This is an optimization exercise on Yosys and OpenROAD, whose aim is small area, not a production implementation. Only simulation tests tie the RTL to the original design; equivalence was not proved.

==> module speed_regulator, before the edit <==
module speed_regulator (
	input  logic                  fpga_clk_50,
	input  logic                  hps_fpga_reset_n,
	input  logic                  phase,       
	input  logic                  tick,        
	input  logic                  tick_d,      
	input  logic                  wr_a,        
	input  logic                  wr_b,        
	input  motor_pkg::speed_t     wdata,
	input  motor_pkg::win_t       win_a,       
	input  motor_pkg::win_t       spd_b,       
	output motor_pkg::duty_t      duty_a,      
	output motor_pkg::duty_t      duty_b,
	output logic [1:0]            dir_a,       
	output logic [1:0]            dir_b
);
	localparam int IW = motor_pkg::INTEG_W;
	motor_pkg::integ_t   integ0;
	motor_pkg::integ_t   integ1;
	motor_pkg::duty_t    duty0;
	motor_pkg::duty_t    duty1;
	motor_pkg::speed_t   pend0;
	motor_pkg::speed_t   pend1;
	logic                w0;
	logic                w1;
	logic                fwd_q;         
	logic                rev_q;
	logic                en;
	motor_pkg::win_t     speed;
	logic [16:0]         err;
	logic [IW:0]         integ_sum;
	logic                ovf;
	motor_pkg::integ_t   integ_next;
	logic                neg;
	logic                sat;
	logic [7:0]          low;
	motor_pkg::duty_t    duty_next;
	logic                fwd;
	logic                rev;
	logic                phase_q;       
	logic                boot;          
	always_ff @(posedge fpga_clk_50 or negedge hps_fpga_reset_n)
	begin
		if (!hps_fpga_reset_n)
		begin
			phase_q <= 1'b0;
			boot    <= 1'b1;
		end
		else
		begin
			phase_q <= !phase_q;
			if (tick_d)
				boot <= 1'b0;
		end
	end
	assign en     = tick || tick_d;
	assign speed  = phase_q ? spd_b : win_a;
	assign duty_a = duty1;
	assign duty_b = duty0;
	assign w0 = phase ? wr_a : wr_b;
	assign w1 = phase ? wr_b : wr_a;
	logic [4:0]  e0;
	logic [5:0]  e1_0;
	logic [5:0]  e1_1;
	logic [5:0]  ce0;
	logic [6:0]  ce1_0;
	logic [6:0]  ce1_1;
	logic        c11;
	rc_add #(.W (5)) u_e0 (.a (pend0[4:0]), .b (~speed[4:0]), .ci (1'b1), .s (e0), .c (ce0));
	rc_add #(.W (6)) u_e1_0 (.a (pend0[10:5]), .b (~speed[10:5]), .ci (1'b0), .s (e1_0), .c (ce1_0));
	rc_add #(.W (6)) u_e1_1 (.a (pend0[10:5]), .b (~speed[10:5]), .ci (1'b1), .s (e1_1), .c (ce1_1));
	assign err[4:0]  = e0;
	assign err[10:5] = ce0[5] ? e1_1 : e1_0;
	assign c11       = ce0[5] ? ce1_1[6] : ce1_0[6];
	fast_updn #(.W (6)) u_err_hi (
		.a  ({pend0[15], pend0[15:11]}),
		.up (c11 && speed[10]),
		.dn (!c11 && !speed[10]),
		.s  (err[16:11])
	);
	logic [16:0] sum_lo;
	logic [17:0] cs;
	rc_add #(.W (17)) u_int (.a (integ0[16:0]), .b (err), .ci (1'b0), .s (sum_lo), .c (cs));
	fast_updn #(.W (IW + 1 - 17)) u_int_hi (
		.a  ({integ0[IW-1], integ0[IW-1:17]}),
		.up (cs[17] && !err[16]),
		.dn (!cs[17] && err[16]),
		.s  (integ_sum[IW:17])
	);
	assign integ_sum[16:0] = sum_lo;
	assign ovf        = integ_sum[IW] ^ integ_sum[IW-1];
	assign integ_next = boot ? '0 : ovf ? {integ_sum[IW], {(IW - 1){!integ_sum[IW]}}} : integ_sum[IW-1:0];
	logic        big;
	logic [16:0] x;
	logic [16:0] y;
	logic [16:0] z;
	logic [16:0] ps;        
	logic [16:0] pc;        
	logic [7:0]  lo;
	logic [8:0]  cl;
	logic [8:0]  up0;       
	logic [9:0]  cu;
	logic        u_zero;    
	logic        u_ones;    
	logic        lo_nz;
	logic [7:0]  lo_neg;
	logic [8:0]  cn;
	assign big = !((&integ0[IW-1:19]) || !(|integ0[IW-1:19]));
	assign x   = {integ0[19], integ0[19:4]};
	assign y   = {{4{err[16]}}, err[16:4]};
	assign z   = {{2{err[16]}}, err[16:2]};
	assign ps  = x ^ y ^ z;
	assign pc  = (x & y) | (x & z) | (y & z);
	rc_add #(.W (8)) u_cmd_lo (.a (ps[7:0]), .b ({pc[6:0], 1'b0}), .ci (cs[4]), .s (lo), .c (cl));
	rc_add #(.W (9)) u_cmd_hi (.a (ps[16:8]), .b (pc[15:7]), .ci (1'b0), .s (up0), .c (cu));
	assign u_zero = cl[8] ? (&up0) : !(|up0);
	assign u_ones = cl[8] ? ((&up0[8:1]) && !up0[0]) : (&up0);
	assign lo_nz  = |lo;
	rc_add #(.W (8)) u_neg (.a (~lo), .b ('0), .ci (1'b1), .s (lo_neg), .c (cn));
	assign neg = big ? integ0[IW-1] : (up0[8] && !(cl[8] && (&up0)));
	assign sat = big || !(u_zero || (u_ones && lo_nz));
	assign low = neg ? lo_neg : lo;
	assign duty_next = boot ? 8'h00 : sat ? 8'hff : low;
	assign rev       = !boot && neg;
	assign fwd       = !boot && !neg && (sat || lo_nz);
	always_ff @(posedge fpga_clk_50)
	begin
		fwd_q <= fwd;
		rev_q <= rev;
	end
	always_ff @(posedge fpga_clk_50)
	begin
		integ0 <= integ1;
		integ1 <= en ? integ_next : integ0;
		duty0  <= duty1;
		duty1  <= en ? duty_next : duty0;
	end
	always_ff @(posedge fpga_clk_50)
	begin
		if (!hps_fpga_reset_n)
		begin
			pend0  <= '0;
			pend1  <= '0;
		end
		else
		begin
			pend0  <= w0 ? wdata : pend1;
			pend1  <= w1 ? wdata : pend0;
		end
	end
	always_ff @(posedge fpga_clk_50 or negedge hps_fpga_reset_n)
	begin
		if (!hps_fpga_reset_n)
		begin
			dir_a <= '0;
			dir_b <= '0;
		end
		else if (tick_d)
		begin
			dir_a <= {fwd, fwd_q};
			dir_b <= {rev, rev_q};
		end
	end
endmodule
Settings: LEC_CHECK=0, CAP_MARGIN=20, CORE_MARGIN=2, CORE_UTILIZATION=65, CTS_BUF_LIST=sky130_fd_sc_hd__clkbuf_16, CTS_CLUSTER_DIAMETER=100, CTS_CLUSTER_SIZE=26, SLEW_MARGIN=20; clock period 12.0 ns.
run.sh (not shown) runs the stock make flow with config.mk's settings and CLKGATE_MAP_FILE= SYNTH_SCRIPT=/design/flow/synth_recipe.tcl, a recipe that flattens the netlist after the stock synthesis.
Rerun with:
--- a/flow/design.v
+++ b/flow/design.v
@@ -261,15 +261,17 @@
 		.dn (!c11 && !speed[10]),
 		.s  (err[16:11])
 	);
 	logic [16:0] sum_lo;
 	logic [17:0] cs;
-	rc_add #(.W (17)) u_int (.a (integ0[16:0]), .b (err), .ci (1'b0), .s (sum_lo), .c (cs));
+	logic [16:0] err_en;
+	assign err_en = en ? err : '0;
+	rc_add #(.W (17)) u_int (.a (integ0[16:0]), .b (err_en), .ci (1'b0), .s (sum_lo), .c (cs));
 	fast_updn #(.W (IW + 1 - 17)) u_int_hi (
 		.a  ({integ0[IW-1], integ0[IW-1:17]}),
-		.up (cs[17] && !err[16]),
-		.dn (!cs[17] && err[16]),
+		.up (cs[17] && !err_en[16]),
+		.dn (!cs[17] && err_en[16]),
 		.s  (integ_sum[IW:17])
 	);
 	assign integ_sum[16:0] = sum_lo;
 	assign ovf        = integ_sum[IW] ^ integ_sum[IW-1];
 	assign integ_next = boot ? '0 : ovf ? {integ_sum[IW], {(IW - 1){!integ_sum[IW]}}} : integ_sum[IW-1:0];
@@ -312,11 +314,11 @@
 		rev_q <= rev;
 	end
 	always_ff @(posedge fpga_clk_50)
 	begin
 		integ0 <= integ1;
-		integ1 <= en ? integ_next : integ0;
+		integ1 <= integ_next;
 		duty0  <= duty1;
 		duty1  <= en ? duty_next : duty0;
 	end
 	always_ff @(posedge fpga_clk_50)
 	begin
Effect: The changed run produced a clean layout. Setup slack got worse by 0.16 ns. Final cell count goes down by 1.7%. Hold slack is worse by 0.014 ns. Non-clock buffer count decreases by 1. Die area came out lower by 0.93%. Utilization decreases by 0.48 points. Flip-flop and latch count stays the same.

[port drivers added, routing unchanged]
How much do the figures lean on ideal ports? The routed layouts below were timed once more, with nothing changed but the port constraints. Step 1 (the two cells are an assumption about what drives the block):
set clk [get_ports {fpga_clk_50}]
set_driving_cell -lib_cell sky130_fd_sc_hd__clkbuf_16 $clk
set_driving_cell -lib_cell sky130_fd_sc_hd__buf_2 [delete_from_list [all_inputs] $clk]
Step 2 adds t to the input delays and takes it off the output delays; t is the mean of the earliest and latest rising clock arrival at the registers after step 1. Input paths then give back, and output paths get back, about the clock's delay inside the block. a / b / c = ideal / step 1 / step 2; a / b = the first two.
run | t, ns | setup WS [ns] | worst register clock-pin slew, ns | worst data-port slew with drivers (ns)
the first run | 0.647 | 1.246 / 1.246 / 1.246 | 0.11 / 0.11 | 0.07
the second run | 0.647 | 1.091 / 1.091 / 1.091 | 0.10 / 0.10 | 0.09
After both steps every run listed still meets setup and hold.
